What follows belongs to an exercise in optimizing a design on an open flow for small area, a short achievable clock period and few clock cycles per item; a production flow would make more cautious choices. Function was checked by simulation only, so behaviour that the tests miss may differ from the original. Power figures rest on the tool's default switching activity, not on a simulated workload.

==> design.v <==
package ils_pkg;
  localparam int CAPACITY  = 16;
  localparam int WORD_BITS = 64;
  localparam int IDX_W     = $clog2(CAPACITY);
  localparam int CNT_W     = $clog2(CAPACITY + 1);
  localparam logic [2:0] FN_INSERT = 3'd0;
  localparam logic [2:0] FN_DELETE = 3'd1;
  localparam logic [2:0] FN_FIND   = 3'd2;
  localparam logic [2:0] FN_GET    = 3'd3;
  localparam logic [2:0] FN_UPDATE = 3'd4;
  localparam logic [1:0] ST_OK      = 2'd0;
  localparam logic [1:0] ST_RANGE   = 2'd1;
  localparam logic [1:0] ST_FULL    = 2'd2;
  localparam logic [1:0] ST_MISSING = 2'd3;
endpackage
module ils_cell (
  input  logic                          clk,
  input  logic                          rst,
  input  logic                          alloc,     
  input  logic                          ins_ok,
  input  logic                          del_ok,
  input  logic                          upd_ok,
  input  logic                          find,
  input  logic                          get_ok,
  input  logic [ils_pkg::IDX_W-1:0]     pos_in,
  input  logic [ils_pkg::WORD_BITS-1:0] word_in,
  output logic [ils_pkg::WORD_BITS-1:0] word,
  output logic [ils_pkg::IDX_W-1:0]     pos,
  output logic                          live,
  output logic                          hit_next
);
  logic at, above_or_at;
  assign at          = live && (pos == pos_in);
  assign above_or_at = pos >= pos_in;
  assign hit_next = (find && live && (word == word_in)) || (get_ok && at);
  always_ff @(posedge clk) begin
    if ((ins_ok && alloc) || (upd_ok && at)) word <= word_in;
  end
  always_ff @(posedge clk) begin
    if (ins_ok) begin
      if (alloc) pos <= pos_in;
      else if (above_or_at) pos <= pos + 1'b1;
    end else if (del_ok && above_or_at) begin
      pos <= pos - 1'b1;
    end
  end
  always_ff @(posedge clk) begin
    if (rst) live <= 1'b0;
    else if (ins_ok && alloc) live <= 1'b1;
    else if (del_ok && at) live <= 1'b0;
  end
endmodule
module ils_reduce (
  input  logic [ils_pkg::CAPACITY-1:0]                         hits,
  input  logic                                                 get,
  input  logic [ils_pkg::CAPACITY-1:0][ils_pkg::IDX_W-1:0]     pos,
  input  logic [ils_pkg::CAPACITY-1:0][ils_pkg::WORD_BITS-1:0] words,
  output logic                                                 any,
  output logic [ils_pkg::IDX_W-1:0]                            first,
  output logic [ils_pkg::WORD_BITS-1:0]                        sel_word
);
  logic [ils_pkg::CAPACITY-1:0] at_pos;
  always_comb begin
    at_pos = '0;
    for (int s = 0; s < ils_pkg::CAPACITY; s++) begin
      at_pos = at_pos | ({ils_pkg::CAPACITY{hits[s]}} & (ils_pkg::CAPACITY'(1) << pos[s]));
    end
  end
  always_comb begin
    first = '0;
    for (int q = ils_pkg::CAPACITY - 1; q >= 0; q--) begin
      if (at_pos[q]) first = ils_pkg::IDX_W'(q);
    end
  end
  always_comb begin
    sel_word = '0;
    for (int s = 0; s < ils_pkg::CAPACITY; s++) begin
      sel_word = sel_word | (words[s] & {ils_pkg::WORD_BITS{hits[s] && get}});
    end
  end
  assign any = |hits;
endmodule
module indexed_list_store (
  input  logic        clk,
  input  logic        rst,
  input  logic        req_valid,
  output logic        req_stall,
  input  logic [2:0]  req_func,
  input  logic [6:0]  req_position,
  input  logic [63:0] req_word,
  output logic        rsp_valid,
  input  logic        rsp_stall,
  output logic [1:0]  rsp_status,
  output logic [5:0]  rsp_found_at,
  output logic [63:0] rsp_word,
  output logic [6:0]  rsp_count
);
  localparam int N  = ils_pkg::CAPACITY;
  localparam int IW = ils_pkg::IDX_W;
  localparam int CW = ils_pkg::CNT_W;
  localparam int WB = ils_pkg::WORD_BITS;
  logic [CW-1:0] fill, fill_next;
  logic          accept;
  logic       in_range, pos_ok_ins;
  logic       ins_ok, del_ok, upd_ok, find, get_ok;
  logic [1:0] status_now;
  assign accept     = req_valid && !req_stall;
  assign in_range   = 7'(fill) > req_position;
  assign pos_ok_ins = req_position <= 7'(fill);
  always_comb begin
    ins_ok     = 1'b0;
    del_ok     = 1'b0;
    upd_ok     = 1'b0;
    find       = 1'b0;
    get_ok     = 1'b0;
    status_now = ils_pkg::ST_OK;
    fill_next  = fill;
    case (req_func)
      ils_pkg::FN_INSERT: begin
        if (!pos_ok_ins) status_now = ils_pkg::ST_RANGE;
        else if (fill[CW-1]) status_now = ils_pkg::ST_FULL;
        else begin
          ins_ok    = 1'b1;
          fill_next = fill + CW'(1);
        end
      end
      ils_pkg::FN_DELETE: begin
        if (!in_range) status_now = ils_pkg::ST_RANGE;
        else begin
          del_ok    = 1'b1;
          fill_next = fill - CW'(1);
        end
      end
      ils_pkg::FN_FIND: begin
        find       = 1'b1;
        status_now = ils_pkg::ST_MISSING;
      end
      ils_pkg::FN_GET: begin
        if (!in_range) status_now = ils_pkg::ST_RANGE;
        else get_ok = 1'b1;
      end
      ils_pkg::FN_UPDATE: begin
        if (!in_range) status_now = ils_pkg::ST_RANGE;
        else upd_ok = 1'b1;
      end
      default: status_now = ils_pkg::ST_RANGE;
    endcase
  end
  logic [N-1:0][WB-1:0] words;
  logic [N-1:0][IW-1:0] pos;
  logic [N-1:0]         live;
  logic [N-1:0]         hit_next;
  logic [N-1:0]         alloc;
  always_comb begin
    alloc = '0;
    for (int s = N - 1; s >= 0; s--) begin
      if (!live[s]) alloc = N'(1) << s;
    end
  end
  for (genvar s = 0; s < N; s++) begin : g_slot
    ils_cell u_cell (
      .clk      (clk),
      .rst      (rst),
      .alloc    (alloc[s]),
      .ins_ok   (accept && ins_ok),
      .del_ok   (accept && del_ok),
      .upd_ok   (accept && upd_ok),
      .find     (find),
      .get_ok   (get_ok),
      .pos_in   (req_position[IW-1:0]),
      .word_in  (req_word),
      .word     (words[s]),
      .pos      (pos[s]),
      .live     (live[s]),
      .hit_next (hit_next[s])
    );
  end
  logic          r_v, r_find, r_get;
  logic [1:0]    r_status;
  logic [CW-1:0] r_count;
  logic [N-1:0]  r_hits;
  logic          any;
  logic [IW-1:0] first;
  logic [WB-1:0] sel_word;
  ils_reduce u_reduce (
    .hits     (r_hits),
    .get      (r_get),
    .pos      (pos),
    .words    (words),
    .any      (any),
    .first    (first),
    .sel_word (sel_word)
  );
  logic [1:0]    red_status;
  logic [IW-1:0] red_found;
  assign red_status = r_find ? (any ? ils_pkg::ST_OK : ils_pkg::ST_MISSING) : r_status;
  assign red_found  = (r_find && any) ? first : '0;
  logic          o_v;
  logic [1:0]    o_status;
  logic [IW-1:0] o_found;
  logic [WB-1:0] o_word;
  logic [CW-1:0] o_count;
  logic          s_v;
  logic [1:0]    s_status;
  logic [IW-1:0] s_found;
  logic [WB-1:0] s_word;
  logic [CW-1:0] s_count;
  logic o_free, o_load, s_load, r_done;
  logic r_v_next, o_v_next, s_v_next;
  assign o_free = !o_v || !rsp_stall;
  assign o_load = o_free && (s_v || r_v);
  assign s_load = r_v && (o_free ? s_v : !s_v);
  assign r_done = r_v && (o_free || !s_v);
  assign r_v_next = accept || (r_v && !r_done);
  assign o_v_next = o_load || !o_free;
  assign s_v_next = s_load || (s_v && !o_free);
  always_ff @(posedge clk) begin
    if (rst) begin
      fill      <= '0;
      r_v       <= 1'b0;
      o_v       <= 1'b0;
      s_v       <= 1'b0;
      req_stall <= 1'b0;
    end else begin
      if (accept) fill <= fill_next;
      r_v       <= r_v_next;
      o_v       <= o_v_next;
      s_v       <= s_v_next;
      req_stall <= r_v_next && o_v_next && s_v_next;
    end
  end
  always_ff @(posedge clk) begin
    if (accept) begin
      r_find   <= find;
      r_get    <= get_ok;
      r_status <= status_now;
      r_count  <= fill_next;
      r_hits   <= hit_next;
    end
  end
  always_ff @(posedge clk) begin
    if (s_load) begin
      s_status <= red_status;
      s_found  <= red_found;
      s_word   <= sel_word;
      s_count  <= r_count;
    end
  end
  always_ff @(posedge clk) begin
    if (o_load) begin
      if (s_v) begin
        o_status <= s_status;
        o_found  <= s_found;
        o_word   <= s_word;
        o_count  <= s_count;
      end else begin
        o_status <= red_status;
        o_found  <= red_found;
        o_word   <= sel_word;
        o_count  <= r_count;
      end
    end
  end
  assign rsp_valid    = o_v;
  assign rsp_status   = o_status;
  assign rsp_found_at = 6'(o_found);
  assign rsp_word     = o_word;
  assign rsp_count    = 7'(o_count);
endmodule
==> run.sh <==
#!/bin/bash
# synth_recipe.tcl (not shown) runs the flow's synth.tcl, then flattens the netlist and writes it again
# the make line also repeats each setting of config.mk as NAME=value (left out here)
make -C /OpenROAD-flow-scripts/flow DESIGN_CONFIG=/design/flow/config.mk WORK_HOME=/design/flow/orfs CLKGATE_MAP_FILE= SYNTH_SCRIPT=/design/flow/synth_recipe.tcl finish
==> config.mk <==
export PLATFORM = sky130hd
export DESIGN_NAME = indexed_list_store
export DESIGN_NICKNAME = indexed_list_store
export VERILOG_FILES = /design/flow/design.v
export SDC_FILE = /design/flow/constraint.sdc
export NUM_CORES = 4
export LEC_CHECK = 0
export ABC_CLOCK_PERIOD_IN_PS = 2700
export CAP_MARGIN = 20
export CORE_MARGIN = 2
export CORE_UTILIZATION = 45
export PLACE_DENSITY = 0.6
export SETUP_SLACK_MARGIN = 3.3
export SLEW_MARGIN = 20
==> constraint.sdc <==
create_clock -name core_clock -period 6.0 [get_ports {clk}]
set_input_delay 1.2000 -clock core_clock [delete_from_list [all_inputs] [get_ports {clk}]]
set_output_delay 1.2000 -clock core_clock [all_outputs]
set_load 0.01 [all_outputs]
==> results of run 1 <==
-- metrics by stage --
| stage | power [µW] | std cells |
|---|---|---|
| after floorplan | 10910 | 5038 |
| after CTS | 21220 | 7926 |
| after detailed placement | 12020 | 7084 |
| after global placement | 12020 | 7083 |
-- cells in the mapped netlist (10+ instances only) --
cell type	n	share of area
sky130_fd_sc_hd__a211oi_1	35	0.0040
sky130_fd_sc_hd__a21o_1	14	0.0016
sky130_fd_sc_hd__a21oi_1	95	0.0072
sky130_fd_sc_hd__a221oi_1	313	0.042
sky130_fd_sc_hd__a22o_1	277	0.037
sky130_fd_sc_hd__a22oi_1	47	0.0054
sky130_fd_sc_hd__a31oi_1	17	0.0016
sky130_fd_sc_hd__and2_1	20	0.0019
sky130_fd_sc_hd__and3_1	20	0.0019
sky130_fd_sc_hd__and4_1	16	0.0021
sky130_fd_sc_hd__and4b_1	15	0.0023
sky130_fd_sc_hd__buf_1	89	0.0051
sky130_fd_sc_hd__buf_2	32	0.0024
sky130_fd_sc_hd__clkbuf_1	211	0.012
sky130_fd_sc_hd__dfxtp_1	25	0.0076
sky130_fd_sc_hd__edfxtp_1	1263	0.58
sky130_fd_sc_hd__ha_1	184	0.035
sky130_fd_sc_hd__inv_1	174	0.0099
sky130_fd_sc_hd__mux2_2	76	0.013
sky130_fd_sc_hd__nand2_1	92	0.0053
sky130_fd_sc_hd__nand2b_1	19	0.0018
sky130_fd_sc_hd__nand3_1	87	0.0066
sky130_fd_sc_hd__nand3b_1	19	0.0022
sky130_fd_sc_hd__nand4_1	293	0.028
sky130_fd_sc_hd__nand4b_1	48	0.0064
sky130_fd_sc_hd__nor2_1	95	0.0054
sky130_fd_sc_hd__nor2b_1	16	0.0015
sky130_fd_sc_hd__nor3_1	66	0.0050
sky130_fd_sc_hd__nor3b_1	17	0.0019
sky130_fd_sc_hd__nor4_1	146	0.014
sky130_fd_sc_hd__o21a_1	11	0.0013
sky130_fd_sc_hd__o21ai_0	70	0.0053
sky130_fd_sc_hd__o221ai_1	11	0.0015
sky130_fd_sc_hd__o22ai_1	123	0.012
sky130_fd_sc_hd__o2bb2ai_1	37	0.0049
sky130_fd_sc_hd__or3_1	10	0.00095
sky130_fd_sc_hd__xnor2_1	436	0.058
sky130_fd_sc_hd__xor2_1	356	0.047
-- power groups by stage --
stage | registers (µW) | logic (µW) | clock network, µW
2_1_floorplan | 10200 | 751 | 0
3_3_place_gp | 10200 | 1870 | 0
3_5_place_dp | 10200 | 1860 | 0
4_1_cts | 9950 | 2230 | 9030
-- timing repair --
action | CTS
hold buffers | 0
gates resized for setup | 1280
pin swaps | 197
setup endpoints to repair | 1449
buffers inserted | 445
gates cloned | 140
-- how the worst max path moves through the flow --
stage / from / to / slack, ns / cells past startpoint
detailed placement: req_position[3] / g_slot[7].u_cell.word[10] / 0.75 / 11
CTS: req_position[0] / g_slot[1].u_cell.word[63] / 2.98 / 17
floorplan: rsp_stall / o_count[0] / 1.04 / 3
global placement: req_position[3] / g_slot[7].u_cell.word[26] / 0.70 / 11
-- kinds of logic after synthesis --
logic type,synth area share
adder cells (fa/ha/maj),0.03506
flip-flops,0.5852
buffers and inverters,0.03096
AO/OA/AOI/OAI,0.1365
multiplexers,0.01364
other,0.00005711
AND/OR/NAND/NOR,0.09298
XOR/XNOR,0.1056
-- routing by layer --
| layer | track usage | GRT overflow |
|---|---|---|
| met1 | 0.7136 | 1 |
| met2 | 0.8323 | 35 |
| met3 | 0.5036 | 2 |
| met4 | 0.6175 | 26 |
| met5 | 0.1904 | 0 |
==> impl_results.rst, run 1 <==
.. list-table::
   :header-rows: 1

   * - Metric
     - Value
   * - Num CTS Buffers
     - 142
   * - PortBufs
     - 154
   * - Number of flops mapped to enable cells by yosys
     - 1263
   * - Dpl cell area
     - 0.07119 mm²
   * - Pin count of the biggest net entering global routing
     - 45
   * - Overflow after GRT
     - 64
   * - Clock sinks
     - 1288
   * - Yosys warning count
     - 3
   * - Std-Cell Rows
     - 140
   * - Wire length of the first global-routing pass
     - 663.2 mm
   * - Run status
     - stopped before the end
   * - Overall fraction of global-route tracks in use
     - 0.6738
   * - Distinct cells, synth
     - 90
   * - Worst slack, placed
     - 0.7458 ns
   * - Die Wd
     - 386 µm
   * - Clock Root Buffer
     - sky130_fd_sc_hd__clkbuf_16
   * - Deepest level of the CTS H-tree
     - 4
   * - Via count of the first global-routing pass
     - 63411
   * - Mean post-synth cell area
     - 13.04 µm²
   * - Flop and latch count out of synthesis
     - 1288
   * - Die Ht
     - 386 µm
   * - Post-detail-place hpwl
     - 311.6 mm
   * - Halt point of the flow
     - 5_1_grt
   * - RePlAce Congestion
     - 1.173
   * - FFs w/ async S/R, synth
     - 0
   * - Part of the Yosys area used for sequential elements
     - 0.5852
   * - CTS Buffer Depth
     - 3
   * - Error that halted the flow
     - [ERROR GRT-0116] Global routing finished with congestion. Check the congestion regions in the DRC Viewer.
   * - Number of standard cells after synthesis
     - 5035
   * - IO Count
     - 159
   * - Effective utilization at floorplan
     - 0.4522
   * - Top FF cell, synth
     - sky130_fd_sc_hd__edfxtp_1
   * - Cell area after synthesis
     - 0.06567 mm²
Testbench counts, summed over its fixed seeds: cycles 32,016, items 32,000.
==> run 2: changes to the inputs <==
--- a/design.v
+++ b/design.v
@@ -17,11 +17,14 @@
   input  logic                          clk,
   input  logic                          rst,
   input  logic                          alloc,     
-  input  logic                          ins_ok,
-  input  logic                          del_ok,
-  input  logic                          upd_ok,
+  input  logic                          ins_ok,    
+  input  logic                          del_ok,    
+  input  logic                          wr_ins,    
+  input  logic                          wr_upd,    
+  input  logic                          is_del,
   input  logic                          find,
-  input  logic                          get_ok,
+  input  logic                          get,
+  input  logic                          pos_lo,    
   input  logic [ils_pkg::IDX_W-1:0]     pos_in,
   input  logic [ils_pkg::WORD_BITS-1:0] word_in,
   output logic [ils_pkg::WORD_BITS-1:0] word,
@@ -29,25 +32,30 @@
   output logic                          live,
   output logic                          hit_next
 );
-  logic at, above_or_at;
-  assign at          = live && (pos == pos_in);
-  assign above_or_at = pos >= pos_in;
-  assign hit_next = (find && live && (word == word_in)) || (get_ok && at);
-  always_ff @(posedge clk) begin
-    if ((ins_ok && alloc) || (upd_ok && at)) word <= word_in;
-  end
-  always_ff @(posedge clk) begin
-    if (ins_ok) begin
-      if (alloc) pos <= pos_in;
-      else if (above_or_at) pos <= pos + 1'b1;
-    end else if (del_ok && above_or_at) begin
-      pos <= pos - 1'b1;
-    end
+  logic at, ge, we, kill;
+  logic [ils_pkg::IDX_W-1:0] step;
+  assign at = live && pos_lo && (pos == pos_in);
+  assign ge = pos >= pos_in;
+  assign we   = (wr_ins && alloc) || (wr_upd && !is_del && at);
+  assign kill = wr_upd && is_del && at;
+  assign hit_next = find ? (live && (word == word_in)) : (get && at);
+  always_ff @(posedge clk) begin
+    if (we) word <= word_in;
+  end
+  always_comb begin
+    step[0] = 1'b1;
+    for (int k = 1; k < ils_pkg::IDX_W; k++) begin
+      step[k] = step[k-1] && (pos[k-1] ^ del_ok);
+    end
+  end
+  always_ff @(posedge clk) begin
+    if (wr_ins && alloc) pos <= pos_in;
+    else if ((ins_ok || del_ok) && ge) pos <= pos ^ step;
   end
   always_ff @(posedge clk) begin
     if (rst) live <= 1'b0;
-    else if (ins_ok && alloc) live <= 1'b1;
-    else if (del_ok && at) live <= 1'b0;
+    else if (wr_ins && alloc) live <= 1'b1;
+    else if (kill) live <= 1'b0;
   end
 endmodule
 module ils_reduce (
@@ -59,17 +67,15 @@
   output logic [ils_pkg::IDX_W-1:0]                            first,
   output logic [ils_pkg::WORD_BITS-1:0]                        sel_word
 );
-  logic [ils_pkg::CAPACITY-1:0] at_pos;
-  always_comb begin
-    at_pos = '0;
-    for (int s = 0; s < ils_pkg::CAPACITY; s++) begin
-      at_pos = at_pos | ({ils_pkg::CAPACITY{hits[s]}} & (ils_pkg::CAPACITY'(1) << pos[s]));
-    end
-  end
-  always_comb begin
-    first = '0;
-    for (int q = ils_pkg::CAPACITY - 1; q >= 0; q--) begin
-      if (at_pos[q]) first = ils_pkg::IDX_W'(q);
+  logic [ils_pkg::CAPACITY-1:0] cand [ils_pkg::IDX_W+1];
+  always_comb begin
+    cand[ils_pkg::IDX_W] = hits;
+    for (int b = ils_pkg::IDX_W - 1; b >= 0; b--) begin
+      logic zero;
+      zero = 1'b0;
+      for (int s = 0; s < ils_pkg::CAPACITY; s++) zero = zero | (cand[b+1][s] & !pos[s][b]);
+      first[b] = !zero;
+      for (int s = 0; s < ils_pkg::CAPACITY; s++) cand[b][s] = cand[b+1][s] & !(pos[s][b] & zero);
     end
   end
   always_comb begin
@@ -102,11 +108,16 @@
   logic [CW-1:0] fill, fill_next;
   logic          accept;
   logic       in_range, pos_ok_ins;
-  logic       ins_ok, del_ok, upd_ok, find, get_ok;
+  logic       ins_ok, del_ok, upd_ok, find, get_ok, is_ins, is_del, is_upd, is_get, pos_lo;
   logic [1:0] status_now;
   assign accept     = req_valid && !req_stall;
   assign in_range   = 7'(fill) > req_position;
   assign pos_ok_ins = req_position <= 7'(fill);
+  assign pos_lo     = req_position[6:IW] == '0;
+  assign is_ins     = req_func == ils_pkg::FN_INSERT;
+  assign is_del     = req_func == ils_pkg::FN_DELETE;
+  assign is_upd     = req_func == ils_pkg::FN_UPDATE;
+  assign is_get     = req_func == ils_pkg::FN_GET;
   always_comb begin
     ins_ok     = 1'b0;
     del_ok     = 1'b0;
@@ -164,9 +175,12 @@
       .alloc    (alloc[s]),
       .ins_ok   (accept && ins_ok),
       .del_ok   (accept && del_ok),
-      .upd_ok   (accept && upd_ok),
+      .wr_ins   (accept && ins_ok),
+      .wr_upd   (accept && (is_upd || is_del)),
+      .is_del   (is_del),
       .find     (find),
-      .get_ok   (get_ok),
+      .get      (is_get),
+      .pos_lo   (pos_lo),
       .pos_in   (req_position[IW-1:0]),
       .word_in  (req_word),
       .word     (words[s]),
@@ -232,7 +246,7 @@
   always_ff @(posedge clk) begin
     if (accept) begin
       r_find   <= find;
-      r_get    <= get_ok;
+      r_get    <= is_get;
       r_status <= status_now;
       r_count  <= fill_next;
       r_hits   <= hit_next;
--- a/config.mk
+++ b/config.mk
@@ -5,10 +5,9 @@
 export SDC_FILE = /design/flow/constraint.sdc
 export NUM_CORES = 4
 export LEC_CHECK = 0
-export ABC_CLOCK_PERIOD_IN_PS = 2700
 export CAP_MARGIN = 20
 export CORE_MARGIN = 2
 export CORE_UTILIZATION = 45
 export PLACE_DENSITY = 0.6
-export SETUP_SLACK_MARGIN = 3.3
+export SETUP_SLACK_MARGIN = 3.4
 export SLEW_MARGIN = 20
==> run 2 against run 1 <==
Against the previous run:
- the run again fails in 5_1_grt
- synthesized cell count decreased by 8.2%
- area after synthesis fell by 5.1%
==> impl_results.rst, run 2 <==
.. list-table::
   :header-rows: 1

   * - Metric
     - Value
   * - IO Count
     - 159 (unchanged)
   * - Overflow after GRT
     - 8
   * - Top FF cell, synth
     - sky130_fd_sc_hd__edfxtp_1
   * - Num CTS Buffers
     - 144 (+1.4%)
   * - Post-detail-place hpwl
     - 285.2 mm (-8.5%)
   * - Number of flops mapped to enable cells by yosys
     - 1263 (unchanged)
   * - Deepest level of the CTS H-tree
     - 4 (unchanged)
   * - Die Wd
     - 376.1 µm (-2.6%)
   * - Cts-stage hold buffer count
     - 0 (unchanged)
   * - Clock Root Buffer
     - sky130_fd_sc_hd__clkbuf_16
   * - PortBufs
     - 154 (unchanged)
   * - Mean post-synth cell area
     - 13.48 µm² (+3.4%)
   * - Yosys top cell by area
     - sky130_fd_sc_hd__edfxtp_1
   * - Cell count after placement
     - 6532 (-7.8%)
   * - Effective utilization at floorplan
     - 0.4533 (+0.001047)
   * - Part of the Yosys area used for sequential elements
     - 0.6166 (+0.03144)
   * - Area share of the largest cell type after synthesis
     - 0.6086 (+0.03103)
   * - Dpl cell area
     - 0.06758 mm² (-5.1%)
   * - Number of standard cells after synthesis
     - 4622 (-8.2%)
   * - Most frequent cell after synthesis
     - sky130_fd_sc_hd__edfxtp_1
   * - Yosys warning count
     - 4 (+1)
   * - CTS Buffer Depth
     - 3 (unchanged)
   * - RePlAce Congestion
     - 1.181 (+0.63%)
   * - Commonest cells in the netlist
     - sky130_fd_sc_hd__edfxtp_1, sky130_fd_sc_hd__xnor2_1, sky130_fd_sc_hd__xor2_1
   * - Overall fraction of global-route tracks in use
     - 0.6861
   * - Std-Cell Rows
     - 136 (-2.9%)
   * - Distinct cells, synth
     - 68 (-24%)
   * - Worst slack, placed
     - 0.3442 ns (-0.4016 ns)
   * - Pin count of the biggest net entering global routing
     - 43
   * - Clock sinks
     - 1288 (unchanged)
   * - Halt point of the flow
     - 5_1_grt
   * - Cell types with the largest area share after synthesis
     - sky130_fd_sc_hd__edfxtp_1, sky130_fd_sc_hd__xnor2_1, sky130_fd_sc_hd__xor2_1, sky130_fd_sc_hd__a221oi_1, sky130_fd_sc_hd__a22o_1
   * - Run status
     - stopped before the end
   * - Flop and latch count out of synthesis
     - 1288 (unchanged)
   * - Die Ht
     - 376.1 µm (-2.6%)
   * - Error that halted the flow
     - [ERROR GRT-0232] Routing congestion too high. Check the congestion heatmap in the GUI.
   * - Cell area after synthesis
     - 0.06232 mm² (-5.1%)
   * - FFs w/ async S/R, synth
     - 0 (unchanged)
==> run 2: cell count changes after synthesis, moves of 20 or more <==
cell                       change
sky130_fd_sc_hd__o21ai_0      +32
sky130_fd_sc_hd__a22oi_1      -32
sky130_fd_sc_hd__nand4_1      -54
sky130_fd_sc_hd__o22ai_1      -22
sky130_fd_sc_hd__nor3_1       -28
sky130_fd_sc_hd__buf_2        -27
sky130_fd_sc_hd__nand3_1      -39
sky130_fd_sc_hd__inv_1        -20
sky130_fd_sc_hd__nand4b_1     -42
sky130_fd_sc_hd__xnor2_1      +56
sky130_fd_sc_hd__nor2_1       -36
sky130_fd_sc_hd__ha_1        -112
==> run 2: power by group through the flow <==
stage / registers, µW / logic, µW / clock network (µW)
after global placement: 10100 / 1950 / 0
after CTS: 9950 / 2590 / 9080
after detailed placement: 10200 / 1940 / 0
after floorplan: 10200 / 777 / 0
==> run 2: what timing repair did <==
item / 4_1_cts
endpoints found under the setup margin: 1482
resized for setup: 2039
pin swaps: 268
gates cloned: 172
setup buffers: 523
==> run 2: worst max path at each step <==
| stage | from | endpoint | slack (ns) | depth (start not counted) |
|---|---|---|---|---|
| 4_1_cts | r_hits[1] | o_found[0] | 2.22 | 12 |
| 3_5_place_dp | req_position[1] | g_slot[13].u_cell.word[57] | 0.34 | 14 |
| 3_3_place_gp | req_position[1] | g_slot[13].u_cell.word[4] | 0.28 | 14 |
| 2_1_floorplan | req_position[1] | g_slot[12].u_cell.word[0] | 1.15 | 9 |
==> run 2: stage by stage <==
| step | util | power [µW] |
|---|---|---|
| CTS | 0.6443 | 21630 |
| detailed placement | 0.4916 | 12090 |
| global placement | 0.4912 | 12090 |
| floorplan | - | 10930 |
==> run 2: per-layer routing <==
| layer | global-route usage | overflow |
|---|---|---|
| met1 | 0.7210 | 0 |
| met5 | 0.3132 | 0 |
| met2 | 0.8170 | 5 |
| met4 | 0.6132 | 0 |
| met3 | 0.5556 | 3 |
==> run 2: cells by family after synthesis <==
group / Yosys count / synth area share
mux: 83 / 0.01478
compound gates: 1089 / 0.1359
other cells: 1 / 0.00006017
simple gates: 770 / 0.07150
xor+xnor: 829 / 0.1165
flops: 1288 / 0.6166
fa+ha+maj: 72 / 0.01446
buf+inv: 490 / 0.03018
Testbench counts of run 2, summed over its fixed seeds: cycles 32,016, items 32,000.
==> run 3: changes to the inputs <==
--- a/design.v
+++ b/design.v
@@ -18,10 +18,11 @@
   input  logic                          rst,
   input  logic                          alloc,     
   input  logic                          ins_ok,    
-  input  logic                          del_ok,    
-  input  logic                          wr_ins,    
+  input  logic                          shift,     
+  input  logic                          down,      
+  input  logic                          is_ins,    
   input  logic                          wr_upd,    
-  input  logic                          is_del,
+  input  logic                          wr_del,    
   input  logic                          find,
   input  logic                          get,
   input  logic                          pos_lo,    
@@ -35,9 +36,9 @@
   logic at, ge, we, kill;
   logic [ils_pkg::IDX_W-1:0] step;
   assign at = live && pos_lo && (pos == pos_in);
-  assign ge = pos >= pos_in;
-  assign we   = (wr_ins && alloc) || (wr_upd && !is_del && at);
-  assign kill = wr_upd && is_del && at;
+  assign ge = pos_lo && (pos >= pos_in);
+  assign we   = (is_ins && alloc) || (wr_upd && at);
+  assign kill = wr_del && at;
   assign hit_next = find ? (live && (word == word_in)) : (get && at);
   always_ff @(posedge clk) begin
     if (we) word <= word_in;
@@ -45,16 +46,16 @@
   always_comb begin
     step[0] = 1'b1;
     for (int k = 1; k < ils_pkg::IDX_W; k++) begin
-      step[k] = step[k-1] && (pos[k-1] ^ del_ok);
-    end
-  end
-  always_ff @(posedge clk) begin
-    if (wr_ins && alloc) pos <= pos_in;
-    else if ((ins_ok || del_ok) && ge) pos <= pos ^ step;
+      step[k] = step[k-1] && (pos[k-1] ^ down);
+    end
+  end
+  always_ff @(posedge clk) begin
+    if (is_ins && alloc) pos <= pos_in;
+    else if (shift && ge) pos <= pos ^ step;
   end
   always_ff @(posedge clk) begin
     if (rst) live <= 1'b0;
-    else if (wr_ins && alloc) live <= 1'b1;
+    else if (ins_ok && alloc) live <= 1'b1;
     else if (kill) live <= 1'b0;
   end
 endmodule
@@ -174,10 +175,11 @@
       .rst      (rst),
       .alloc    (alloc[s]),
       .ins_ok   (accept && ins_ok),
-      .del_ok   (accept && del_ok),
-      .wr_ins   (accept && ins_ok),
-      .wr_upd   (accept && (is_upd || is_del)),
-      .is_del   (is_del),
+      .shift    (accept && ((is_ins && !fill[CW-1]) || is_del)),
+      .down     (is_del),
+      .is_ins   (is_ins),
+      .wr_upd   (accept && is_upd),
+      .wr_del   (accept && is_del),
       .find     (find),
       .get      (is_get),
       .pos_lo   (pos_lo),
--- a/config.mk
+++ b/config.mk
@@ -7,7 +7,8 @@
 export LEC_CHECK = 0
 export CAP_MARGIN = 20
 export CORE_MARGIN = 2
-export CORE_UTILIZATION = 45
-export PLACE_DENSITY = 0.6
-export SETUP_SLACK_MARGIN = 3.4
+export CORE_UTILIZATION = 35
+export PLACE_DENSITY = 0.5
+export SETUP_SLACK_MARGIN = 2.9
 export SLEW_MARGIN = 20
+export TNS_END_PERCENT = 5
==> run 3 against run 2 <==
Against the previous run:
- the run now finishes clean
- area after synthesis is essentially flat
- synthesized cell count rose by 0.26%
==> impl_results.rst, run 3 <==
.. list-table::
   :header-rows: 1

   * - Metric
     - Value
   * - Run status
     - timing/DRC/antenna clean
   * - Via-to-Cell Ratio
     - 6.910
   * - Floorplan Core Area
     - 0.1765 mm²
   * - Crit path max fanout
     - 5
   * - CP Depth
     - 15
   * - Flop and latch count out of synthesis
     - 1288 (unchanged)
   * - Top FF cell, synth
     - sky130_fd_sc_hd__edfxtp_1
   * - Routed vias
     - 52018
   * - Ratio of final minimum period to clock period
     - 0.6082
   * - Post-detail-place hpwl
     - 315.6 mm (+11%)
   * - Cells along the critical path
     - and2b_2 > a2111oi_4 > buf_4 > and4_4 > buf_6 > o21ai_2 > o2111a_2 > buf_6 > nand4_4 > buf_6 > a31o_2 > and4b_2 > a21o_1 > a211oi_4 > mux2_4
   * - Peak supply drop
     - 302.9 µV
   * - IO Count
     - 159 (unchanged)
   * - CTS Buffer Depth
     - 3 (unchanged)
   * - Cell area after synthesis
     - 0.06231 mm² (about the same)
   * - Detail Route Antenna Nets
     - 0
   * - Hold path cells
     - 0
   * - Final clock skew
     - 0.03588 ns
   * - Most frequent standard cell in the layout excluding fill and tap cells
     - sky130_fd_sc_hd__edfxtp_1
   * - Final max-slew violation count
     - 0
   * - Power share of the clock group
     - 0.430
   * - Wire length of the first global-routing pass
     - 526.6 mm
   * - Effective utilization at floorplan
     - 0.3530 (-0.1002)
   * - Transition time at the pin with the least slew margin
     - 1.279 ns
   * - RePlAce Congestion
     - 1.139 (-3.5%)
   * - Clock Root Buffer
     - sky130_fd_sc_hd__clkbuf_16
   * - Final critical path time including I/O delays and setup
     - 3.649 ns
   * - Number of standard cells after synthesis
     - 4634 (+0.26%)
   * - Power per cell area
     - 285.4 mW/mm²
   * - Number of flops mapped to enable cells by yosys
     - 1263 (unchanged)
   * - Kind of cell with the highest combined delay on the critical path
     - compound AO/OA/AOI/OAI gates
   * - Total Wirelength
     - 423.0 mm
   * - Worst slack, placed
     - 0.4301 ns (+0.08597 ns)
   * - Worst path required time
     - 6.72 ns
   * - Overall fraction of global-route tracks in use
     - 0.4565
   * - Most used cell along the critical path
     - sky130_fd_sc_hd__buf_6
   * - Final number of setup-violating endpoints
     - 0
   * - Most frequent cell after synthesis
     - sky130_fd_sc_hd__edfxtp_1
   * - Reported leakage power
     - 0.02508 µW
   * - Clock sinks
     - 1288 (unchanged)
   * - DRC viols
     - 0
   * - Fraction of layout instances using a drive strength above 1
     - 0.1967
   * - Distinct cells, synth
     - 78 (+15%)
   * - Largest Register
     - g_slot.u_cell.word
   * - RSZ-0062 raised after global routing
     - yes
   * - Element type at the critical path end
     - flop
   * - Commonest cells in the netlist
     - sky130_fd_sc_hd__edfxtp_1, sky130_fd_sc_hd__xnor2_1, sky130_fd_sc_hd__xor2_1
   * - Area share of the largest cell type after synthesis
     - 0.6087 (about the same)
   * - Classification of the worst setup path
     - flop to flop
   * - Count of routing violations after the opening detailed-route iteration
     - 9763
   * - Worst reg2reg path depth
     - 15
   * - Logic gate share of total power
     - 0.110
   * - Slowest cell on crit path
     - sky130_fd_sc_hd__edfxtp_1
   * - Yosys top cell by area
     - sky130_fd_sc_hd__edfxtp_1
   * - Via count of the first global-routing pass
     - 46628
   * - Register-to-register setup slack
     - 2.35 ns
   * - Sequential group share of total power
     - 0.459
   * - Num CTS Buffers
     - 152 (+5.6%)
   * - Cell types with the largest area share after synthesis
     - sky130_fd_sc_hd__edfxtp_1, sky130_fd_sc_hd__xnor2_1, sky130_fd_sc_hd__xor2_1, sky130_fd_sc_hd__a221oi_1, sky130_fd_sc_hd__a22o_1
   * - Achievable Freq
     - 274.0 MHz
   * - Class of the most critical hold timing path
     - flop to flop
   * - Die Wd
     - 425.9 µm (+13%)
   * - Max-slew headroom at the worst pin
     - 0.1443
   * - PortBufs
     - 154 (unchanged)
   * - Routed length per instance
     - 56.19 µm
   * - Internal power of the cells
     - 15840 µW
   * - Hold violation count in the final report
     - 0
   * - Number of maximum-capacitance violations
     - 0
   * - Dpl cell area
     - 0.06817 mm² (+0.87%)
   * - Net switching share of the total power
     - 0.2736
   * - Part of the Yosys area used for sequential elements
     - 0.6167 (about the same)
   * - Sum of negative setup slack
     - 0 ns
   * - Deepest level of the CTS H-tree
     - 4 (unchanged)
   * - Clock transition at the registers of the reported paths
     - 0.06 ns
   * - Std-Cell Rows
     - 154 (+13%)
   * - Pin count of the biggest net entering global routing
     - 65
   * - Highest-count cells in the layout ignoring fill and taps
     - sky130_fd_sc_hd__edfxtp_1, sky130_fd_sc_hd__xnor2_1, sky130_fd_sc_hd__xor2_1
   * - Total die area
     - 0.1814 mm²
   * - Final cell area excluding filler cells
     - 0.07639 mm²
   * - Mean post-synth cell area
     - 13.45 µm² (-0.27%)
   * - Number of flip-flops under the largest register name
     - 1024
   * - Initial antenna violation count
     - 74
   * - Die Ht
     - 425.9 µm (+13%)
   * - TritonCTS clock tree
     - built
   * - Area overhead of the layout relative to synthesis
     - 22.60%
   * - Final worst setup slack
     - 2.351 ns
   * - Overflow after GRT
     - 0
   * - Detailed-routing iteration count for the pre-antenna-repair pass
     - 7
   * - Worst Path Arrival
     - 4.37 ns
   * - Clk latency of the worst-skew pair
     - 0.87 ns
   * - Yosys warning count
     - 4 (unchanged)
   * - Critical path buffers and inverters
     - 4
   * - Cts-stage hold buffer count
     - 0 (unchanged)
   * - Crit start category
     - flop
   * - FFs w/ async S/R, synth
     - 0 (unchanged)
   * - Post-layout net count
     - 5189
   * - Sw Pwr
     - 5964 µW
   * - Max stage delay on crit path
     - 0.50 ns
## run 3: changes by cell type after synthesis, moves of 14 or more
cell	delta
sky130_fd_sc_hd__o21ai_0	+38
sky130_fd_sc_hd__inv_1	+34
sky130_fd_sc_hd__nor2_1	+31
sky130_fd_sc_hd__xnor2_1	-26
sky130_fd_sc_hd__o21ai_1	-20
sky130_fd_sc_hd__nor2b_1	-16
sky130_fd_sc_hd__or4_1	-15
sky130_fd_sc_hd__nand4_1	-14
## run 3: repair_timing
action | 4_1_cts | 5_1_grt
pin swaps | 63 | 41
cloned | 18 | 2
buffers inserted | 64 | 41
gates resized for setup | 343 | 130
endpoints found under the setup margin | 1250 | 1017
## run 3: kinds of logic after synthesis
kind of cell / after synthesis / synth area share
buf+inv: 503 / 0.03169
fa+ha+maj: 72 / 0.01446
mux: 76 / 0.01367
xor+xnor: 809 / 0.1137
other cells: 1 / 0.00006018
simple gates: 769 / 0.06956
flops: 1288 / 0.6167
compound gates: 1116 / 0.1401
## run 3: worst reg2reg max path, delay by kind of cell, from the launching register on
kind	cells	cell delay, ns
flip-flops	1	0.50
AO/OA/AOI/OAI	6	1.24
AND/OR/NAND/NOR	4	0.95
buffers and inverters	4	0.65
multiplexers	1	0.19
## run 3: per-layer routing
layer	routed length [µm]	vias up	share of wire	global-route usage
met5	378	-	0.00089	0
met4	36990	58	0.087	0.3200
met3	57290	1138	0.14	0.1842
met2	170400	4537	0.40	0.6328
met1	157900	27022	0.37	0.5758
li1	-	19263	-	-
## run 3: metrics by stage
stage                     hold slack (ns)  instances  power [µW]  utilization
after global routing               0.4599       7500       22080       0.4324
after global placement             0.4319       7096       12320       0.3859
after CTS                          0.4420       7456       21610       0.4267
after floorplan                    0.4222       4637       11030            -
final                              0.4466       7528       21800       0.4328
after detailed placement           0.4332       7099       12310       0.3862
## run 3: power by group through the flow
stage	logic, µW	clock network, µW	registers [µW]
after floorplan	831	0	10200
after global placement	2110	0	10200
after detailed placement	2100	0	10200
after CTS	2220	9380	10000
after global routing	2360	9710	10000
final	2400	9380	10000
## run 3: final cells by class
type                            instances  area (µm²)
Timing Repair Buffer                  546        5401
Inverter                              198       839.6
Multi-Input combinational cell       2853       23860
Clock buffer                          192        4068
Sequential cell                      1288       38440
Clock inverter                         83       787.0
Antenna cell                           28       70.07
Fill cell                           16340      100100
Tap cell                             2340        2928
## run 3: path summary, 6_finish.rpt
kind	to	start
worst max-delay path	o_found[0]	g_slot[4].u_cell.pos[3]
worst min-delay path	s_count[0]	r_count[0]
worst max register to register	o_found[0]	g_slot[4].u_cell.pos[3]
worst min register to register	s_count[0]	r_count[0]
Testbench counts of run 3, summed over its fixed seeds: cycles 32,016, items 32,000.
==> run 4: changes to the inputs <==
--- a/design.v
+++ b/design.v
@@ -31,7 +31,8 @@
   output logic [ils_pkg::WORD_BITS-1:0] word,
   output logic [ils_pkg::IDX_W-1:0]     pos,
   output logic                          live,
-  output logic                          hit_next
+  output logic                          hit_next,  
+  output logic                          sel_next   
 );
   logic at, ge, we, kill;
   logic [ils_pkg::IDX_W-1:0] step;
@@ -39,7 +40,8 @@
   assign ge = pos_lo && (pos >= pos_in);
   assign we   = (is_ins && alloc) || (wr_upd && at);
   assign kill = wr_del && at;
-  assign hit_next = find ? (live && (word == word_in)) : (get && at);
+  assign hit_next = find && live && (word == word_in);
+  assign sel_next = get && at;
   always_ff @(posedge clk) begin
     if (we) word <= word_in;
   end
@@ -61,28 +63,32 @@
 endmodule
 module ils_reduce (
   input  logic [ils_pkg::CAPACITY-1:0]                         hits,
-  input  logic                                                 get,
+  input  logic [ils_pkg::CAPACITY-1:0]                         sels,
   input  logic [ils_pkg::CAPACITY-1:0][ils_pkg::IDX_W-1:0]     pos,
   input  logic [ils_pkg::CAPACITY-1:0][ils_pkg::WORD_BITS-1:0] words,
   output logic                                                 any,
   output logic [ils_pkg::IDX_W-1:0]                            first,
   output logic [ils_pkg::WORD_BITS-1:0]                        sel_word
 );
-  logic [ils_pkg::CAPACITY-1:0] cand [ils_pkg::IDX_W+1];
-  always_comb begin
-    cand[ils_pkg::IDX_W] = hits;
-    for (int b = ils_pkg::IDX_W - 1; b >= 0; b--) begin
-      logic zero;
-      zero = 1'b0;
-      for (int s = 0; s < ils_pkg::CAPACITY; s++) zero = zero | (cand[b+1][s] & !pos[s][b]);
-      first[b] = !zero;
-      for (int s = 0; s < ils_pkg::CAPACITY; s++) cand[b][s] = cand[b+1][s] & !(pos[s][b] & zero);
+  logic [ils_pkg::CAPACITY-1:0] at_pos;
+  always_comb begin
+    for (int q = 0; q < ils_pkg::CAPACITY; q++) begin
+      at_pos[q] = 1'b0;
+      for (int s = 0; s < ils_pkg::CAPACITY; s++) begin
+        at_pos[q] = at_pos[q] | (hits[s] && pos[s] == ils_pkg::IDX_W'(q));
+      end
+    end
+  end
+  always_comb begin
+    first = '0;
+    for (int q = ils_pkg::CAPACITY - 1; q >= 0; q--) begin
+      if (at_pos[q]) first = ils_pkg::IDX_W'(q);
     end
   end
   always_comb begin
     sel_word = '0;
     for (int s = 0; s < ils_pkg::CAPACITY; s++) begin
-      sel_word = sel_word | (words[s] & {ils_pkg::WORD_BITS{hits[s] && get}});
+      sel_word = sel_word | (words[s] & {ils_pkg::WORD_BITS{sels[s]}});
     end
   end
   assign any = |hits;
@@ -161,7 +167,7 @@
   logic [N-1:0][WB-1:0] words;
   logic [N-1:0][IW-1:0] pos;
   logic [N-1:0]         live;
-  logic [N-1:0]         hit_next;
+  logic [N-1:0]         hit_next, sel_next;
   logic [N-1:0]         alloc;
   always_comb begin
     alloc = '0;
@@ -188,19 +194,20 @@
       .word     (words[s]),
       .pos      (pos[s]),
       .live     (live[s]),
-      .hit_next (hit_next[s])
+      .hit_next (hit_next[s]),
+      .sel_next (sel_next[s])
     );
   end
-  logic          r_v, r_find, r_get;
+  logic          r_v, r_find;
   logic [1:0]    r_status;
   logic [CW-1:0] r_count;
-  logic [N-1:0]  r_hits;
+  logic [N-1:0]  r_hits, r_sels;
   logic          any;
   logic [IW-1:0] first;
   logic [WB-1:0] sel_word;
   ils_reduce u_reduce (
     .hits     (r_hits),
-    .get      (r_get),
+    .sels     (r_sels),
     .pos      (pos),
     .words    (words),
     .any      (any),
@@ -216,65 +223,35 @@
   logic [IW-1:0] o_found;
   logic [WB-1:0] o_word;
   logic [CW-1:0] o_count;
-  logic          s_v;
-  logic [1:0]    s_status;
-  logic [IW-1:0] s_found;
-  logic [WB-1:0] s_word;
-  logic [CW-1:0] s_count;
-  logic o_free, o_load, s_load, r_done;
-  logic r_v_next, o_v_next, s_v_next;
-  assign o_free = !o_v || !rsp_stall;
-  assign o_load = o_free && (s_v || r_v);
-  assign s_load = r_v && (o_free ? s_v : !s_v);
-  assign r_done = r_v && (o_free || !s_v);
-  assign r_v_next = accept || (r_v && !r_done);
-  assign o_v_next = o_load || !o_free;
-  assign s_v_next = s_load || (s_v && !o_free);
+  logic o_load;
+  assign o_load    = r_v && (!o_v || !rsp_stall);
+  assign req_stall = r_v && o_v && rsp_stall;
   always_ff @(posedge clk) begin
     if (rst) begin
-      fill      <= '0;
-      r_v       <= 1'b0;
-      o_v       <= 1'b0;
-      s_v       <= 1'b0;
-      req_stall <= 1'b0;
+      fill <= '0;
+      r_v  <= 1'b0;
+      o_v  <= 1'b0;
     end else begin
       if (accept) fill <= fill_next;
-      r_v       <= r_v_next;
-      o_v       <= o_v_next;
-      s_v       <= s_v_next;
-      req_stall <= r_v_next && o_v_next && s_v_next;
+      r_v <= accept || (r_v && !o_load);
+      o_v <= o_load || (o_v && rsp_stall);
     end
   end
   always_ff @(posedge clk) begin
     if (accept) begin
       r_find   <= find;
-      r_get    <= is_get;
       r_status <= status_now;
       r_count  <= fill_next;
       r_hits   <= hit_next;
-    end
-  end
-  always_ff @(posedge clk) begin
-    if (s_load) begin
-      s_status <= red_status;
-      s_found  <= red_found;
-      s_word   <= sel_word;
-      s_count  <= r_count;
+      r_sels   <= sel_next;
     end
   end
   always_ff @(posedge clk) begin
     if (o_load) begin
-      if (s_v) begin
-        o_status <= s_status;
-        o_found  <= s_found;
-        o_word   <= s_word;
-        o_count  <= s_count;
-      end else begin
-        o_status <= red_status;
-        o_found  <= red_found;
-        o_word   <= sel_word;
-        o_count  <= r_count;
-      end
+      o_status <= red_status;
+      o_found  <= red_found;
+      o_word   <= sel_word;
+      o_count  <= r_count;
     end
   end
   assign rsp_valid    = o_v;
--- a/config.mk
+++ b/config.mk
@@ -9,6 +9,6 @@
 export CORE_MARGIN = 2
 export CORE_UTILIZATION = 35
 export PLACE_DENSITY = 0.5
-export SETUP_SLACK_MARGIN = 2.9
+export SETUP_SLACK_MARGIN = 3.0
 export SLEW_MARGIN = 20
-export TNS_END_PERCENT = 5
+export TNS_END_PERCENT = 10
==> run 4 against run 3 <==
Against the previous run:
- flip-flop and latch count decreased by 62
- cell count increased by 1.1%
- final area decreased by 0.79%
- critical path depth decreased by 8
- sequential share of layout area decreased by 2.0 points
- combinational power decreased by 8%
- clock power decreased by 3.3%
- fmax increased by 12%
- highest routed layer unchanged
- still clean
==> impl_results.rst, run 4 <==
.. list-table::
   :header-rows: 1

   * - Metric
     - Value
   * - Run status
     - timing/DRC/antenna clean
   * - Final worst setup slack
     - 2.736 ns (+0.3854 ns)
   * - PortBufs
     - 154 (unchanged)
   * - Part of the Yosys area used for sequential elements
     - 0.6023 (-0.01444)
   * - Logic gate share of total power
     - 0.106 (-0.004)
   * - Num CTS Buffers
     - 145 (-4.6%)
   * - Crit path max fanout
     - 10 (+5)
   * - Transition time at the pin with the least slew margin
     - 1.278 ns (-0.001125 ns)
   * - Post-layout net count
     - 5297 (+2.1%)
   * - Reported leakage power
     - 0.02512 µW (+0.16%)
   * - Yosys warning count
     - 3 (-1)
   * - Sequential group share of total power
     - 0.457 (-0.002)
   * - Worst reg2reg path depth
     - 4 (-11)
   * - Register-to-register setup slack
     - 2.84 ns (+0.49 ns)
   * - Worst path required time
     - 6.65 ns (-0.07 ns)
   * - Hold violation count in the final report
     - 0 (unchanged)
   * - RePlAce Congestion
     - 1.153 (+1.2%)
   * - Deepest level of the CTS H-tree
     - 4 (unchanged)
   * - Number of flip-flops under the largest register name
     - 1024 (unchanged)
   * - Flop and latch count out of synthesis
     - 1226 (-4.8%)
   * - Pin count of the biggest net entering global routing
     - 65 (unchanged)
   * - Power per cell area
     - 274.0 mW/mm² (-4.0%)
   * - Total die area
     - 0.1769 mm² (-2.5%)
   * - Die Wd
     - 420.6 µm (-1.3%)
   * - Final clock skew
     - 0.07767 ns (+0.04178 ns)
   * - Final max-slew violation count
     - 0 (unchanged)
   * - Cell types with the largest area share after synthesis
     - sky130_fd_sc_hd__edfxtp_1, sky130_fd_sc_hd__xor2_1, sky130_fd_sc_hd__xnor2_1, sky130_fd_sc_hd__a221oi_1, sky130_fd_sc_hd__a22o_1
   * - Max stage delay on crit path
     - 0.57 ns (+0.07 ns)
   * - Worst Path Arrival
     - 3.91 ns (-0.46 ns)
   * - Number of standard cells after synthesis
     - 4723 (+1.9%)
   * - Final number of setup-violating endpoints
     - 0 (unchanged)
   * - Clk latency of the worst-skew pair
     - 0.87 ns (about the same)
   * - Fraction of layout instances using a drive strength above 1
     - 0.1822 (-0.01452)
   * - Initial antenna violation count
     - 53 (-28%)
   * - Achievable Freq
     - 306.4 MHz (+12%)
   * - Via-to-Cell Ratio
     - 7.142 (+3.4%)
   * - FFs w/ async S/R, synth
     - 0 (unchanged)
   * - Via count of the first global-routing pass
     - 48427 (+3.9%)
   * - Clock transition at the registers of the reported paths
     - 0.06 ns (about the same)
   * - Slowest cell on crit path
     - sky130_fd_sc_hd__nand4_1
   * - Std-Cell Rows
     - 152 (-1.3%)
   * - Area share of the largest cell type after synthesis
     - 0.5947 (-0.01399)
   * - Largest registers
     - g_slot.u_cell.word (1024), g_slot.u_cell.pos (64), o_word (64)
   * - Peak supply drop
     - 240.1 µV (-21%)
   * - DRC viols
     - 0 (unchanged)
   * - Net switching share of the total power
     - 0.2787 (+0.005065)
   * - Worst slack, placed
     - 0.7254 ns (+0.2952 ns)
   * - Final cell area excluding filler cells
     - 0.07579 mm² (-0.79%)
   * - Internal power of the cells
     - 14980 µW (-5.4%)
   * - Clock sinks
     - 1226 (-4.8%)
   * - Most frequent standard cell in the layout excluding fill and tap cells
     - sky130_fd_sc_hd__edfxtp_1
   * - Sw Pwr
     - 5788 µW (-3.0%)
   * - Cells along the critical path
     - buf_4 > buf_4 > xnor2_2 > nand4_1 > nor4_4 > nand4_1 > nor4_2
   * - Class of the most critical hold timing path
     - flop to flop
   * - Area overhead of the layout relative to synthesis
     - 24.77%
   * - Worst min-delay path startpoint
     - r_count[0]
   * - Detail Route Antenna Nets
     - 0 (unchanged)
   * - Overall fraction of global-route tracks in use
     - 0.4972 (+0.04074)
   * - Top FF cell, synth
     - sky130_fd_sc_hd__edfxtp_1
   * - TritonCTS clock tree
     - built
   * - Floorplan Core Area
     - 0.1721 mm² (-2.5%)
   * - Number of maximum-capacitance violations
     - 0 (unchanged)
   * - WHS
     - 0.4202 ns (-0.02635 ns)
   * - Die Ht
     - 420.6 µm (-1.3%)
   * - Most frequent cell after synthesis
     - sky130_fd_sc_hd__edfxtp_1
   * - Crit start category
     - primary input
   * - IO Count
     - 159 (unchanged)
   * - Dpl cell area
     - 0.06669 mm² (-2.2%)
   * - Routed vias
     - 54334 (+4.5%)
   * - Largest Register
     - g_slot.u_cell.word
   * - Ratio of final minimum period to clock period
     - 0.5440 (-0.06424)
   * - Classification of the worst setup path
     - primary input to flop
   * - Power share of the clock group
     - 0.437 (+0.007)
   * - Post-detail-place hpwl
     - 332.2 mm (+5.3%)
   * - Mean post-synth cell area
     - 12.86 µm² (-4.3%)
   * - Count of routing violations after the opening detailed-route iteration
     - 10343 (+5.9%)
   * - Highest-count cells in the layout ignoring fill and taps
     - sky130_fd_sc_hd__edfxtp_1, sky130_fd_sc_hd__xor2_1, sky130_fd_sc_hd__a221oi_1
   * - Max-slew headroom at the worst pin
     - 0.1451 (+0.0007530)
   * - Sum of negative setup slack
     - 0 ns (unchanged)
   * - Wire length of the first global-routing pass
     - 555.4 mm (+5.5%)
   * - Routed length per instance
     - 60.00 µm (+6.8%)
   * - Distinct cells, synth
     - 75 (-3.8%)
   * - RSZ-0062 raised after global routing
     - yes
   * - Endpoint of the worst hold-timing path
     - o_count[0]
   * - Yosys top cell by area
     - sky130_fd_sc_hd__edfxtp_1
   * - Final critical path time including I/O delays and setup
     - 3.264 ns (-0.3854 ns)
   * - Layout fillers
     - 15823 (-3.2%)
   * - CTS Buffer Depth
     - 3 (unchanged)
   * - Critical path buffers and inverters
     - 2 (-2)
   * - Crit Reg-Reg Startpoint
     - r_sels[6]
   * - Overflow after GRT
     - 0 (unchanged)
   * - Total Wirelength
     - 456.5 mm (+7.9%)
   * - Detailed-routing iteration count for the pre-antenna-repair pass
     - 8 (+1)
   * - Effective utilization at floorplan
     - 0.3529 (about the same)
   * - Cell area after synthesis
     - 0.06075 mm² (-2.5%)
   * - Kind of cell with the highest combined delay on the critical path
     - simple AND/OR/NAND/NOR gates
   * - Hold path cells
     - 0 (unchanged)
   * - Worst reg2reg path endpoint
     - o_word[14]
   * - Cts-stage hold buffer count
     - 0 (unchanged)
   * - Clock Root Buffer
     - sky130_fd_sc_hd__clkbuf_16
   * - Commonest cells in the netlist
     - sky130_fd_sc_hd__edfxtp_1, sky130_fd_sc_hd__xor2_1, sky130_fd_sc_hd__xnor2_1
   * - Element type at the critical path end
     - flop
   * - Number of flops mapped to enable cells by yosys
     - 1203 (-4.8%)
run 4: cell types whose count changed after synthesis, sizes merged, moves of 29 or more:
cell | previous run | this run
nor3 | 51 | 105
nor2 | 90 | 130
xor2 | 343 | 444
buf | 88 | 143
o21ai | 144 | 100
mux2 | 73 | 1
edfxtp | 1263 | 1203
nor4 | 132 | 186
clkbuf | 217 | 176
nand2b | 8 | 37
nand3b | 14 | 44
xnor2 | 466 | 337
o22ai | 100 | 195
nand3 | 61 | 90
run 4: worst max-delay path by stage:
stage               startpoint                         to  cells after the start
3_3_place_gp      req_word[47]                  r_hits[7]                      8
3_5_place_dp      req_word[47]                  r_hits[7]                      8
5_1_grt        req_position[1]  g_slot[8].u_cell.word[46]                      9
2_1_floorplan      req_func[0]   g_slot[5].u_cell.word[0]                      4
4_1_cts           req_word[53]                  r_hits[1]                      8
6_report          req_word[47]                 r_hits[11]                      7
run 4: metrics by stage:
step | utilization | cells | total power (µW)
floorplan | - | 4726 | 10380
global placement | 0.3868 | 7146 | 11590
detailed placement | 0.3875 | 7150 | 11580
CTS | 0.4290 | 7505 | 20520
global route | 0.4399 | 7575 | 20960
finish | 0.4404 | 7608 | 20770
run 4: power groups by stage:
stage / registers [µW] / clock network, µW / logic (µW)
detailed placement: 9680 / 0 / 1910
finish: 9490 / 9070 / 2210
global placement: 9680 / 0 / 1920
global route: 9480 / 9340 / 2130
floorplan: 9640 / 0 / 735
CTS: 9480 / 9030 / 2000
run 4: cell type report:
type | instances | area (µm²) | area share
inverters | 211 | 872.1 | 0.01151
diodes | 34 | 85.08 | 0.001123
clock inverters | 85 | 950.9 | 0.01255
clock buffers | 178 | 3762 | 0.04964
flip-flops and latches | 1226 | 36590 | 0.4828
multi-input cells | 2970 | 23750 | 0.3134
repair buffers | 594 | 6887 | 0.09086
well taps | 2310 | 2890 | 0.03813
run 4: repair_timing:
item,CTS,global route
gates cloned,25,34
resized for setup,258,176
pin swaps,41,44
buffers inserted,67,32
endpoints found under the setup margin,1187,1011
run 4: cells by family (layout without fill, tap and decap cells):
group                      Yosys count  after routing  share of synthesized area
AOI/OAI and AO/OA                 1145           1145                     0.1456
buffers and inverters              530           1068                    0.03502
other                                1             38                 0.00006173
DFF                               1226           1226                     0.6023
and+or+nand+nor                    963            963                    0.08880
muxes                                6              6                   0.001009
xor gates and xnor gates           781            781                     0.1126
adders and majority gates           71             71                    0.01462
run 4: per-layer routing:
layer,up-vias,wire length [µm],GRT usage
met5,-,202,0.001111
met4,32,48170,0.4012
met3,1380,65130,0.2118
met2,5158,178500,0.6764
met1,28068,164500,0.6094
li1,19696,-,-
Testbench counts of run 4, summed over its fixed seeds: cycles 32,016, items 32,000.
==> run 5: changes to the inputs <==
--- a/config.mk
+++ b/config.mk
@@ -7,8 +7,8 @@
 export LEC_CHECK = 0
 export CAP_MARGIN = 20
 export CORE_MARGIN = 2
-export CORE_UTILIZATION = 35
-export PLACE_DENSITY = 0.5
+export CORE_UTILIZATION = 40
+export PLACE_DENSITY = 0.55
 export SETUP_SLACK_MARGIN = 3.0
 export SLEW_MARGIN = 20
 export TNS_END_PERCENT = 10
==> run 5 against run 4 <==
Against the previous run:
- still clean on timing, DRC and antenna
- die area is 12% lower
- synthesized cell count stayed put
- wire length decreased by 1.7%
- sequential power hardly changed
- via count increased by 5.1%
- clock power shrank 1%
- flip-flop and latch count stayed put
- register-to-register slack got worse by 0.45 ns
- core utilization up 5.8 points
- worst hold slack improved by 0.0027 ns
- sequential share of layout area rose by 0.27 points
- critical path type is now flop to flop
==> impl_results.rst, run 5 <==
.. list-table::
   :header-rows: 1

   * - Metric
     - Value
   * - Detail Route Antenna Nets
     - 0 (unchanged)
   * - Wire length of the first global-routing pass
     - 553.2 mm (-0.39%)
   * - Initial antenna violation count
     - 80 (+51%)
   * - Commonest cells in the netlist
     - sky130_fd_sc_hd__edfxtp_1, sky130_fd_sc_hd__xor2_1, sky130_fd_sc_hd__xnor2_1
   * - Hold violation count in the final report
     - 0 (unchanged)
   * - WHS
     - 0.4229 ns (+0.002721 ns)
   * - Reported leakage power
     - 0.02508 µW (-0.16%)
   * - Top FF cell, synth
     - sky130_fd_sc_hd__edfxtp_1
   * - Achievable Freq
     - 277.1 MHz (-9.6%)
   * - Area overhead of the layout relative to synthesis
     - 24.13%
   * - PortBufs
     - 154 (unchanged)
   * - Cells along the critical path
     - inv_1 > a222oi_1 > nand2_1 > nor4_4 > nand4_1 > nor4_2
   * - Floorplan Core Area
     - 0.1514 mm² (-12%)
   * - Die Ht
     - 393.7 µm (-6.4%)
   * - Yosys top cell by area
     - sky130_fd_sc_hd__edfxtp_1
   * - Final max-slew violation count
     - 0 (unchanged)
   * - DRC viols
     - 0 (unchanged)
   * - Fraction of layout instances using a drive strength above 1
     - 0.1780 (-0.004166)
   * - Max-slew headroom at the worst pin
     - 0.05012 (-0.09495)
   * - CTS Buffer Depth
     - 3 (unchanged)
   * - Slowest cell on crit path
     - sky130_fd_sc_hd__a222oi_1
   * - Final number of setup-violating endpoints
     - 0 (unchanged)
   * - Cell count after placement
     - 6863 (-4.0%)
   * - Cts-stage hold buffer count
     - 0 (unchanged)
   * - Number of flip-flops under the largest register name
     - 1024 (unchanged)
   * - Number of cells in the finished layout apart from fillers
     - 7341 (-3.5%)
   * - Transition time at the pin with the least slew margin
     - 1.425 ns (+0.1468 ns)
   * - Final critical path time including I/O delays and setup
     - 3.609 ns (+0.3447 ns)
   * - Count of routing violations after the opening detailed-route iteration
     - 12649 (+22%)
   * - Worst Path Arrival
     - 4.26 ns (+0.35 ns)
   * - Ratio of final minimum period to clock period
     - 0.6015 (+0.05745)
   * - RePlAce Congestion
     - 1.155 (+0.17%)
   * - Worst slack, placed
     - 1.299 ns (+0.5735 ns)
   * - Sum of negative setup slack
     - 0 ns (unchanged)
   * - Std-Cell Rows
     - 143 (-5.9%)
   * - Cell types with the largest area share after synthesis
     - sky130_fd_sc_hd__edfxtp_1, sky130_fd_sc_hd__xor2_1, sky130_fd_sc_hd__xnor2_1, sky130_fd_sc_hd__a221oi_1, sky130_fd_sc_hd__a22o_1
   * - Flop and latch count out of synthesis
     - 1226 (unchanged)
   * - Peak supply drop
     - 236.8 µV (-1.4%)
   * - Overall fraction of global-route tracks in use
     - 0.5570 (+0.05981)
   * - Largest registers
     - g_slot.u_cell.word (1024), g_slot.u_cell.pos (64), o_word (64)
   * - Clock sinks
     - 1226 (unchanged)
   * - IO Count
     - 159 (unchanged)
   * - Clock transition at the registers of the reported paths
     - 0.07 ns (about the same)
   * - Max stage delay on crit path
     - 1.27 ns (+0.70 ns)
   * - Post-layout net count
     - 5296 (-0.019%)
   * - Worst path required time
     - 6.65 ns (about the same)
   * - Yosys warning count
     - 3 (unchanged)
   * - Final clock skew
     - 0.07242 ns (-0.005247 ns)
   * - Pin count of the biggest net entering global routing
     - 65 (unchanged)
   * - Overflow after GRT
     - 0 (unchanged)
   * - Routed vias
     - 57086 (+5.1%)
   * - Crit path max fanout
     - 2 (-8)
   * - Element type at the critical path end
     - flop
   * - TritonCTS clock tree
     - built
   * - Num CTS Buffers
     - 140 (-3.4%)
   * - Highest-count cells in the layout ignoring fill and taps
     - sky130_fd_sc_hd__edfxtp_1, sky130_fd_sc_hd__xor2_1, sky130_fd_sc_hd__a221oi_1
   * - Clk latency of the worst-skew pair
     - 0.88 ns (about the same)
   * - Mean post-synth cell area
     - 12.86 µm² (unchanged)
   * - Largest Register
     - g_slot.u_cell.word
   * - Post-detail-place hpwl
     - 315.3 mm (-5.1%)
   * - Power per cell area
     - 274.4 mW/mm² (+0.13%)
   * - Total die area
     - 0.1550 mm² (-12%)
   * - Cell area after synthesis
     - 0.06075 mm² (unchanged)
   * - Classification of the worst setup path
     - flop to flop
   * - Detailed-routing iteration count for the pre-antenna-repair pass
     - 10 (+2)
   * - Clock Root Buffer
     - sky130_fd_sc_hd__clkbuf_16
   * - Run status
     - timing/DRC/antenna clean
   * - Crit start category
     - flop
   * - Routed length per instance
     - 61.12 µm (+1.9%)
   * - Number of standard cells after synthesis
     - 4723 (unchanged)
   * - Part of the Yosys area used for sequential elements
     - 0.6023 (unchanged)
   * - Number of flops mapped to enable cells by yosys
     - 1203 (unchanged)
   * - Die Wd
     - 393.7 µm (-6.4%)
   * - Deepest level of the CTS H-tree
     - 4 (unchanged)
   * - Via count of the first global-routing pass
     - 49289 (+1.8%)
   * - Most frequent standard cell in the layout excluding fill and tap cells
     - sky130_fd_sc_hd__edfxtp_1
   * - Most frequent cell after synthesis
     - sky130_fd_sc_hd__edfxtp_1
   * - Total Wirelength
     - 448.7 mm (-1.7%)
   * - RSZ-0062 raised after global routing
     - yes
   * - Class of the most critical hold timing path
     - flop to flop
   * - Number of maximum-capacitance violations
     - 0 (unchanged)
   * - FFs w/ async S/R, synth
     - 0 (unchanged)
   * - Final worst setup slack
     - 2.391 ns (-0.3447 ns)
   * - Area share of the largest cell type after synthesis
     - 0.5947 (unchanged)
   * - Effective utilization at floorplan
     - 0.4013 (+0.04838)
   * - Via-to-Cell Ratio
     - 7.776 (+8.9%)
   * - Distinct cells, synth
     - 75 (unchanged)
-- run 5: cell types whose count changed in the layout (fill, tap and decap cells not counted), sizes merged --
cell	before	now
clkdlybuf4s15	10	3
clkdlybuf4s50	83	86
inv	195	184
dlygate4sd2	2	5
clkinvlp	18	25
dlymetal6s2s	6	9
clkinv	72	76
clkdlybuf4s18	1	0
diode	34	53
bufbuf	2	5
buf	438	455
clkbuf	230	203
-- run 5: timing repair --
item,in CTS,in global routing
gates resized for setup,220,229
setup buffers,71,50
endpoints found under the setup margin,1160,1039
gates cloned,33,11
pin swaps,45,42
-- run 5: layout make-up --
class / count / area, µm²
fill: 13261 / 75960
sequential: 1226 / 36610
multi-input combinational: 2970 / 23600
timing repair buffer: 597 / 6960
clock buffer: 169 / 3642
tap: 2030 / 2540
clock inverter: 84 / 1030
inverter: 211 / 884.6
antenna: 53 / 132.6
timing repair inverter: 1 / 7.507
-- run 5: per-layer routing --
layer	part of all wire	track usage	vias to the layer above
met2	0.38	0.7343	6876
met5	0.0034	0.03972	-
met3	0.17	0.3169	2057
met4	0.12	0.5020	54
li1	-	-	19691
met1	0.32	0.6292	28408
-- run 5: worst paths after layout --
kind | start | end | slack, ns | cells past startpoint
max reg2reg | g_slot[2].u_cell.word[2] | r_hits[2] | 2.39 | 6
max | g_slot[2].u_cell.word[2] | r_hits[2] | 2.39 | 6
min | r_count[2] | o_count[2] | 0.42 | 0
min reg2reg | r_count[2] | o_count[2] | 0.42 | 0
-- run 5: per-stage QoR --
| step | area (µm²) | total power (µW) | utilization |
|---|---|---|---|
| after floorplan | 61080 | 10380 | - |
| after global placement | 66180 | 11530 | 0.4372 |
| after detailed placement | 66290 | 11520 | 0.4379 |
| after CTS | 73480 | 20260 | 0.4855 |
| after global routing | 75300 | 20800 | 0.4975 |
| final | 75410 | 20690 | 0.4982 |
-- run 5: critical path: cells and delay by family, from the launching register on --
kind / cells / cell delay (ns)
flops: 1 / 0.36
buf+inv: 1 / 0.25
simple gates: 4 / 1.50
compound gates: 1 / 1.27
-- run 5: cells by family after synthesis --
logic type,after synthesis,synth area share
other,1,0.00006173
and+or+nand+nor,963,0.08880
buffers and inverters,530,0.03502
xor gates and xnor gates,781,0.1126
AOI/OAI and AO/OA,1145,0.1456
adders and majority gates,71,0.01462
DFF,1226,0.6023
muxes,6,0.001009
-- run 5: power by group --
group | switching, µW | internal, µW | leakage [µW]
Clock | 4060 | 4890 | 0.00225
Sequential | 57.0 | 9430 | 0.0109
Combinational | 1680 | 575 | 0.0119

==> port drivers added, routing unchanged <==
In the flow no input, the clock included, has a driving cell. The finished layouts below were timed again as built, in two steps. Step 1, drivers: a clkbuf_16 drives clk and a buf_2 each remaining input, both assumed. Step 2 moves the port delays by t, midway between the first and last clock arrival at a register: inputs arrive t later, outputs are due t later. That takes back most of the time a late clock gives input paths. Three values: no drivers, after step 1, after step 2; two values: the first two.
run | t (ns) | setup slack, ns | slew at the worst register clock pin (ns)
run 3 | 0.933 | 2.351 / 2.351 / 1.622 | 0.07 / 0.07
run 4 | 0.921 | 2.736 / 2.807 / 1.886 | 0.07 / 0.07
run 5 | 0.937 | 2.391 / 2.391 / 1.594 | 0.07 / 0.07
After both steps setup and hold are still met in every run listed. The setup slack of run 4, which loses most, moves by +0.071 ns with the drivers and by -0.850 ns with both steps.
